What follows belongs to an exercise in optimizing a design on an open flow for small area, a short achievable clock period and few clock cycles per item; a production flow would make more cautious choices. In this exercise RTL edits were held to simulation tests only and were not proved equivalent to the original. Power and IR drop assume default switching activity.

==> design/flow/design.v <==
`timescale 1ns / 1ps
package ipc_pkg;
  localparam int unsigned TEMP_W   = 8;
  localparam int unsigned HUM_W    = 8;
  localparam int unsigned SOIL_W   = 7;
  localparam int unsigned SECS_W   = 16;
  localparam int unsigned FLOW_W   = 8;
  localparam int unsigned TOTAL_W  = 32;
  localparam int unsigned WATER_W  = 32;
  localparam int unsigned CFG_IDX_W  = 3;
  localparam int unsigned CFG_DATA_W = 16;
  localparam int unsigned IN_DATA_W  = 24;
  localparam int unsigned OUT_DATA_W = 40;
  localparam logic [TEMP_W-1:0] TEMP_THR_RST     = 8'd30;
  localparam logic [HUM_W-1:0]  HUM_THR_RST      = 8'd20;
  localparam logic [SOIL_W-1:0] MOIST_THR_RST    = 7'd35;
  localparam logic [SECS_W-1:0] MIN_RUN_RST      = 16'd10;
  localparam logic [SECS_W-1:0] MAX_RUN_RST      = 16'd20;
  localparam logic [SECS_W-1:0] REST_RST         = 16'd60;
  localparam logic [FLOW_W-1:0] FLOW_RST         = 8'd1;
  localparam logic KIND_TICK = 1'b0;
  localparam logic KIND_EVAL = 1'b1;
  typedef enum logic [CFG_IDX_W-1:0] {
    REG_TEMP_THR  = 3'd0,
    REG_HUM_THR   = 3'd1,
    REG_MOIST_THR = 3'd2,
    REG_MIN_RUN   = 3'd3,
    REG_MAX_RUN   = 3'd4,
    REG_REST      = 3'd5,
    REG_FLOW      = 3'd6
  } ipc_reg_idx_t;
  typedef struct packed {
    logic [TEMP_W-1:0] temp_threshold;
    logic [HUM_W-1:0]  humidity_threshold;
    logic [SOIL_W-1:0] moisture_threshold;
    logic [SECS_W-1:0] min_run_seconds;
    logic [SECS_W-1:0] max_run_seconds;
    logic [SECS_W-1:0] rest_seconds;
    logic [FLOW_W-1:0] flow_per_second;
  } ipc_cfg_t;
  typedef struct packed {
    logic              kind;
    logic [TEMP_W-1:0] temperature;
    logic [HUM_W-1:0]  humidity;
    logic [SOIL_W-1:0] soil_level;
    logic              manual;
  } ipc_item_t;
  typedef struct packed {
    logic               timer_active;
    logic [SECS_W-1:0]  elapsed_seconds;
    logic               motor_running;
    logic               rest_flag;
    logic               minimum_pending;
    logic               limit_reached;
    logic [TOTAL_W-1:0] total_seconds;
  } ipc_state_t;
  typedef struct packed {
    logic               pump_on;
    logic               resting;
    logic [TOTAL_W:0]   secs;
  } ipc_snap_t;
  typedef struct packed {
    logic               pump_on;
    logic               resting;
    logic [WATER_W-1:0] water_used;
  } ipc_result_t;
endpackage
`timescale 1ns / 1ps
module ipc_regs (
  input  logic                           clk,
  input  logic                           rst,
  input  logic                           wr_en,
  input  logic [ipc_pkg::CFG_IDX_W-1:0]  wr_index,
  input  logic [ipc_pkg::CFG_DATA_W-1:0] wr_data,
  output ipc_pkg::ipc_cfg_t              cfg
);
  always_ff @(posedge clk) begin
    if (rst) begin
      cfg.temp_threshold     <= ipc_pkg::TEMP_THR_RST;
      cfg.humidity_threshold <= ipc_pkg::HUM_THR_RST;
      cfg.moisture_threshold <= ipc_pkg::MOIST_THR_RST;
      cfg.min_run_seconds    <= ipc_pkg::MIN_RUN_RST;
      cfg.max_run_seconds    <= ipc_pkg::MAX_RUN_RST;
      cfg.rest_seconds       <= ipc_pkg::REST_RST;
      cfg.flow_per_second    <= ipc_pkg::FLOW_RST;
    end else if (wr_en) begin
      case (wr_index)
        ipc_pkg::REG_TEMP_THR:  cfg.temp_threshold     <= wr_data[ipc_pkg::TEMP_W-1:0];
        ipc_pkg::REG_HUM_THR:   cfg.humidity_threshold <= wr_data[ipc_pkg::HUM_W-1:0];
        ipc_pkg::REG_MOIST_THR: cfg.moisture_threshold <= wr_data[ipc_pkg::SOIL_W-1:0];
        ipc_pkg::REG_MIN_RUN:   cfg.min_run_seconds    <= wr_data[ipc_pkg::SECS_W-1:0];
        ipc_pkg::REG_MAX_RUN:   cfg.max_run_seconds    <= wr_data[ipc_pkg::SECS_W-1:0];
        ipc_pkg::REG_REST:      cfg.rest_seconds       <= wr_data[ipc_pkg::SECS_W-1:0];
        ipc_pkg::REG_FLOW:      cfg.flow_per_second    <= wr_data[ipc_pkg::FLOW_W-1:0];
        default: ;
      endcase
    end
  end
endmodule
`timescale 1ns / 1ps
module ipc_core (
  input  logic                clk,
  input  logic                rst,
  input  logic                step,
  input  ipc_pkg::ipc_item_t  item,
  input  ipc_pkg::ipc_cfg_t   cfg,
  output ipc_pkg::ipc_state_t state,
  output ipc_pkg::ipc_snap_t  snap
);
  ipc_pkg::ipc_state_t state_next;
  logic [ipc_pkg::SECS_W-1:0] elapsed_inc;
  logic [ipc_pkg::TOTAL_W:0]  total_sum;
  logic [ipc_pkg::TOTAL_W-1:0] total_sat;
  logic need;
  logic pending_eff;
  logic limit_eff;
  logic [ipc_pkg::TOTAL_W:0] secs_next;
  assign elapsed_inc = (state.elapsed_seconds == {ipc_pkg::SECS_W{1'b1}}) ?
                       state.elapsed_seconds : state.elapsed_seconds + 1'b1;
  assign total_sum = {1'b0, state.total_seconds} +
                     {{(ipc_pkg::TOTAL_W + 1 - ipc_pkg::SECS_W){1'b0}}, state.elapsed_seconds};
  assign total_sat = total_sum[ipc_pkg::TOTAL_W] ? {ipc_pkg::TOTAL_W{1'b1}} : total_sum[ipc_pkg::TOTAL_W-1:0];
  assign need = (item.temperature > cfg.temp_threshold) ||
                (item.humidity < cfg.humidity_threshold) ||
                (item.soil_level < cfg.moisture_threshold);
  assign pending_eff = state.timer_active ? state.minimum_pending : 1'b1;
  assign limit_eff   = state.timer_active ? state.limit_reached : 1'b0;
  always_comb begin
    state_next = state;
    if (item.kind == ipc_pkg::KIND_TICK) begin
      if (state.timer_active) begin
        state_next.elapsed_seconds = elapsed_inc;
        if (state.motor_running) begin
          if (elapsed_inc > cfg.min_run_seconds) state_next.minimum_pending = 1'b0;
          if (elapsed_inc > cfg.max_run_seconds) state_next.limit_reached = 1'b1;
        end else if (elapsed_inc >= cfg.rest_seconds) begin
          state_next.timer_active    = 1'b0;
          state_next.elapsed_seconds = '0;
          state_next.rest_flag       = 1'b0;
        end
      end
    end else if (item.manual) begin
      if (state.motor_running) begin
        state_next.total_seconds   = total_sat;
        state_next.elapsed_seconds = '0;
        state_next.timer_active    = 1'b0;
      end
      state_next.rest_flag     = 1'b0;
      state_next.motor_running = 1'b0;
    end else begin
      state_next.minimum_pending = pending_eff;
      state_next.limit_reached   = limit_eff;
      if (state.rest_flag) begin
        state_next.motor_running = 1'b0;
      end else if (state.motor_running && pending_eff) begin
        state_next.motor_running = 1'b1;
      end else if (need && !limit_eff) begin
        state_next.motor_running = 1'b1;
        if (!state.timer_active) begin
          state_next.timer_active    = 1'b1;
          state_next.elapsed_seconds = '0;
        end
      end else if (state.motor_running) begin
        state_next.total_seconds   = total_sat;
        state_next.motor_running   = 1'b0;
        state_next.elapsed_seconds = '0;
        state_next.rest_flag       = 1'b1;
      end
    end
  end
  assign secs_next = {1'b0, state_next.total_seconds} +
                     (state_next.motor_running ?
                      {{(ipc_pkg::TOTAL_W + 1 - ipc_pkg::SECS_W){1'b0}}, state_next.elapsed_seconds} :
                      {(ipc_pkg::TOTAL_W + 1){1'b0}});
  always_ff @(posedge clk) begin
    if (rst) begin
      state.timer_active    <= 1'b0;
      state.elapsed_seconds <= '0;
      state.motor_running   <= 1'b0;
      state.rest_flag       <= 1'b0;
      state.minimum_pending <= 1'b1;
      state.limit_reached   <= 1'b0;
      state.total_seconds   <= '0;
    end else if (step) begin
      state <= state_next;
    end
  end
  always_ff @(posedge clk) begin
    if (step) begin
      snap.pump_on <= state_next.motor_running;
      snap.resting <= state_next.rest_flag;
      snap.secs    <= secs_next;
    end
  end
endmodule
`timescale 1ns / 1ps
module ipc_water (
  input  logic                             clk,
  input  logic                             load,
  input  ipc_pkg::ipc_snap_t               snap,
  input  logic [ipc_pkg::FLOW_W-1:0]       flow,
  output ipc_pkg::ipc_result_t             result
);
  localparam int unsigned PROD_W = ipc_pkg::TOTAL_W + 1 + ipc_pkg::FLOW_W;
  logic [PROD_W-1:0]  product;
  logic [ipc_pkg::WATER_W-1:0] water_sat;
  assign product   = PROD_W'(snap.secs) * PROD_W'(flow);
  assign water_sat = (|product[PROD_W-1:ipc_pkg::WATER_W]) ? {ipc_pkg::WATER_W{1'b1}} :
                     product[ipc_pkg::WATER_W-1:0];
  always_ff @(posedge clk) begin
    if (load) begin
      result.pump_on    <= snap.pump_on;
      result.resting    <= snap.resting;
      result.water_used <= water_sat;
    end
  end
endmodule
`timescale 1ns / 1ps
module irrigation_pump_controller (
  input  logic                           clk,
  input  logic                           rst,
  input  logic                           s_axis_tvalid,
  output logic                           s_axis_tready,
  input  logic [ipc_pkg::IN_DATA_W-1:0]  s_axis_tdata,
  input  logic                           s_axis_tuser,
  output logic                           m_axis_tvalid,
  input  logic                           m_axis_tready,
  output logic [ipc_pkg::OUT_DATA_W-1:0] m_axis_tdata,
  input  logic                           cfg_valid,
  output logic                           cfg_ready,
  input  logic [ipc_pkg::CFG_IDX_W-1:0]  cfg_index,
  input  logic [ipc_pkg::CFG_DATA_W-1:0] cfg_data
);
  ipc_pkg::ipc_cfg_t    cfg;
  ipc_pkg::ipc_item_t   item;
  ipc_pkg::ipc_state_t  state;
  ipc_pkg::ipc_snap_t   snap;
  ipc_pkg::ipc_result_t result;
  logic in_valid;
  logic snap_valid;
  logic out_valid;
  logic out_ready;
  logic snap_ready;
  logic in_ready;
  logic step;
  logic load_out;
  assign cfg_ready = 1'b1;
  ipc_regs u_regs (
    .clk      (clk),
    .rst      (rst),
    .wr_en    (cfg_valid && cfg_ready),
    .wr_index (cfg_index),
    .wr_data  (cfg_data),
    .cfg      (cfg)
  );
  assign out_ready  = !out_valid || m_axis_tready;
  assign snap_ready = !snap_valid || out_ready;
  assign in_ready   = !in_valid || snap_ready;
  assign step       = in_valid && snap_ready;
  assign load_out   = snap_valid && out_ready;
  assign s_axis_tready = in_ready;
  always_ff @(posedge clk) begin
    if (rst) begin
      in_valid   <= 1'b0;
      snap_valid <= 1'b0;
      out_valid  <= 1'b0;
    end else begin
      if (in_ready)   in_valid   <= s_axis_tvalid;
      if (snap_ready) snap_valid <= in_valid;
      if (out_ready)  out_valid  <= snap_valid;
    end
  end
  always_ff @(posedge clk) begin
    if (s_axis_tvalid && in_ready) begin
      item.kind        <= s_axis_tuser;
      item.temperature <= s_axis_tdata[7:0];
      item.humidity    <= s_axis_tdata[15:8];
      item.soil_level  <= s_axis_tdata[22:16];
      item.manual      <= s_axis_tdata[23];
    end
  end
  ipc_core u_core (
    .clk   (clk),
    .rst   (rst),
    .step  (step),
    .item  (item),
    .cfg   (cfg),
    .state (state),
    .snap  (snap)
  );
  ipc_water u_water (
    .clk    (clk),
    .load   (load_out),
    .snap   (snap),
    .flow   (cfg.flow_per_second),
    .result (result)
  );
  assign m_axis_tvalid = out_valid;
  assign m_axis_tdata  = {{(ipc_pkg::OUT_DATA_W - ipc_pkg::WATER_W - 2){1'b0}}, result.water_used,
                          result.resting, result.pump_on};
endmodule
==> design/flow/run.sh <==
#!/bin/bash
# synth_recipe.tcl (not shown) runs the flow's synth.tcl, then flattens the netlist and writes it again
# the make line also repeats each setting of config.mk as NAME=value (left out here)
make -C /OpenROAD-flow-scripts/flow DESIGN_CONFIG=/design/flow/config.mk WORK_HOME=/design/flow/orfs CLKGATE_MAP_FILE= SYNTH_SCRIPT=/design/flow/synth_recipe.tcl finish
==> design/flow/config.mk <==
export PLATFORM = sky130hd
export DESIGN_NAME = irrigation_pump_controller
export DESIGN_NICKNAME = irrigation_pump_controller
export VERILOG_FILES = /design/flow/design.v
export SDC_FILE = /design/flow/constraint.sdc
export NUM_CORES = 4
export LEC_CHECK = 0
export CAP_MARGIN = 20
export CORE_MARGIN = 2
export CORE_UTILIZATION = 40
export SLEW_MARGIN = 20
==> design/flow/constraint.sdc <==
create_clock -name core_clock -period 7.5 [get_ports {clk}]
set_input_delay 1.5000 -clock core_clock [delete_from_list [all_inputs] [get_ports {clk}]]
set_output_delay 1.5000 -clock core_clock [all_outputs]
set_load 0.01 [all_outputs]
==> qor.txt <==
row count: 84
initial core utilization: 0.4059
HPWL after DPL: 42210 um
ys async rst share: 0
ant diodes: 0
DR vias/cell: 5.304
die width: 235.4 um
most numerous cell in the Yosys netlist: nand2_1
initial antenna violation count: 0
crit path DAT: 7.29 ns
Max FO, Critical Path: 10
WL per Instance: 16.73 um
CP top delay family: compound AO/OA/AOI/OAI gates
Die Y: 235.4 um
Post-DRT Antenna Nets: 0
top-area cell type share of the netlist area: 0.1757
Final Max Tran Viols: 0
first-pass GRT wire length: 90030 um
crit-path max cell delay: 0.57 ns
Yosys warning total: 4
largest net degree at the start of global routing: 79
vias in the first global route: 17318
Max VDD drop: 167.5 uV
Tightest Hold Check Type: reg -> reg
Vias: 17339
WP buf/inv: 3
GRT Total Usage: 0.1964
Skew-Pair Late Insertion Delay: 0.58 ns
DRC Markers: 0
Num CTS Buffers: 28
Core Region: 52760 sq um
final setup TNS: 0 ns
Commonest cells post-synth: nand2_1 (347), inv_1 (310), a21oi_1 (215), and2_1 (205), fa_1 (188)
sequential area share after synthesis: 0.2580
Core Util, Final: 0.4548
CP Data Required Time: 7.80 ns
status: complete, no violations
post-route minimum period: 6.988 ns
post-synthesis cell count: 2509
Netlist cell types: 79
Post-synth EDFFs: 94
FMAX: 143.1 MHz
Slew @ Worst Pin: 1.073 ns
clock slew at reported path FFs: 0.06 ns
gr ovfl total: 0
DRT iter0 DRCs: 1165
Slew Limit Headroom: 0.2847
Worst Skew: 0.02433 ns
unrepaired setup endpoints after global routing: false
Layout fillers: 5129
share of cells above drive strength 1: 0.04921
drt first pass iters: 7
clk sinks: 229
syn_area_per_cell: 8.536 sq um
synth top area cells: fa_1 (18%), edfxtp_1 (13%), dfxtp_1 (13%)
Setup crit start kind: register
Max Cap Viol: 0
Area Overhead vs Synth: 12.04%
leak pwr: 0.01029 uW
slowest CP cell: dfxtp_1
deepest clock path buffer count: 3
Setup violations, final: 0
CP endpoint kind: register
Root Buffer: clkbuf_16
Tot Pwr: 3587 uW
I/O Pins: 92
H-tree Lvls: 1
nets: 2959
CTS tree: built
Routed Wire Length: 54680 um
RePlAce Congestion: 0.9241
Final Hold Fails: 0
Cell Pwr Density: 149.5 nW/um^2
critical path class: reg -> reg
predominant post-synthesis flop cell: dfxtp_1
Die ar.: 55410 sq um
period utilization: 0.9318
post-synthesis instance area: 21420 sq um
post-synthesis register bit count: 229
Post-CTS Hold Buffers: 0
cell taking the most area after synthesis: fa_1
Port Buf Inserts: 84
CP most frequent cell: a21o_1
## flip-flops by register name, indices dropped and copies added (netlist names)
| register | cells |
|---|---|
| item | 25 |
| in_valid | 1 |
| out_valid | 1 |
| u_core.state | 53 |
| u_core.snap | 35 |
| u_regs.cfg | 79 |
| u_water.result | 34 |
| snap_valid | 1 |
## power breakdown
| part | switching (uW) | total (uW) | leakage (uW) | internal (uW) |
|---|---|---|---|---|
| logic | 447 | 734 | 0.00787 | 287 |
| registers | 50.9 | 1410 | 0.00194 | 1360 |
| clock network | 575 | 1450 | 0.000475 | 872 |
| total | 1070 | 3590 | 0.0103 | 2510 |
## what timing repair did
action                                  4_1_cts  5_1_grt
hold endpoints to repair                      0        0
endpoints found under the setup margin        0        8
setup buffers                                 0        3
resized for setup                             0        8
## area by class of cell
class	count	area (sq um)	area share
Timing Repair Buffer	124	1139	0.04745
Tap cell	688	860.8	0.03587
Clock inverter	16	216.5	0.009020
Clock buffer	36	772.0	0.03217
Sequential cell	229	5529	0.2304
Multi-Input combinational cell	1865	14310	0.5964
Inverter	311	1167	0.04865
## worst paths after layout
path,start,slack [ns],endpoint,depth (start not counted)
max,u_core.state[36],0.51,u_core.snap[24],31
min,u_core.snap[33],0.43,u_water.result[32],0
max reg2reg,u_core.state[36],0.51,u_core.snap[24],31
min reg2reg,u_core.snap[33],0.43,u_water.result[32],0
## per-layer routing
| layer | up-vias | share of wire | GRT usage | wire length, um |
|---|---|---|---|---|
| met1 | 8441 | 0.46 | 0.2623 | 25220 |
| met2 | 406 | 0.48 | 0.3389 | 26060 |
| li1 | 8407 | - | - | - |
| met4 | 0 | 0.024 | 0.05308 | 1317 |
| met5 | - | 0 | 0 | 0 |
| met3 | 85 | 0.038 | 0.01993 | 2082 |
## through the flow
step	setup slack (ns)	instance area, sq um	instances	hold slack, ns
2_1_floorplan	1.301	21440	2514	0.4003
5_1_grt	0.08113	24000	3269	0.4521
4_1_cts	0.2947	23950	3266	0.4236
3_5_place_dp	0.3413	22960	3214	0.4097
3_3_place_gp	0.4435	22960	3214	0.4266
6_report	0.5118	24000	3269	0.4286
## cells in the final DEF, fill, tap and decap left out, drive strengths merged, types with 14 or more instances in the layout
master / count
clkbuf: 36
nand2: 348
mux2i: 14
nor2b: 25
nand4: 35
buf: 41
a21oi: 217
nor3: 26
ha: 163
fa: 188
xor2: 30
nand2b: 22
a211oi: 14
clkdlybuf4s50: 83
xnor2: 50
o21a: 17
nor2: 150
and2: 205
a21o: 45
dfxtp: 135
and3: 19
a31oi: 16
nand3: 40
edfxtp: 94
o21ai: 85
inv: 315
## cell families (layout without fill, tap and decap cells)
logic type               after synthesis  in the layout  share of synthesized area
adder cells (fa/ha/maj)              351            351                     0.2709
AND/OR/NAND/NOR                      919            919                     0.2111
XOR/XNOR                              80             80                    0.03271
AO/OA/AOI/OAI                        488            488                     0.1406
buffers and inverters                420            487                    0.07659
flip-flops                           229            229                     0.2580
multiplexers                          20             20                   0.009697
other                                  2              7                  0.0003506
Testbench counts, summed over its fixed seeds: cycles 20,024, items 20,000.

## afterwards: timing with drivers on the ports
How much do the figures lean on ideal ports? The routed layout below was timed once more, with nothing changed but the port constraints.
Step 1: set_driving_cell puts a clkbuf_16 on clk and a buf_2 on each other input, an assumption about the parent block.
Step 2 times the ports against the registers' clock, not the clock port: input delays grow and output delays shrink by t, the midpoint of the rising clock arrivals with the driver on.
a / b / c = ideal ports / drivers / drivers and shift; a / b = the first two.
t (ns): 0.623
slack for setup (ns): 0.512 / 0.512 / 0.512
clock arrival spread, ns: 0.027 / 0.027
After both steps setup and hold are still met in this run. The setup slack of this run moves by 0.000 ns with the drivers and by 0.000 ns with both steps.
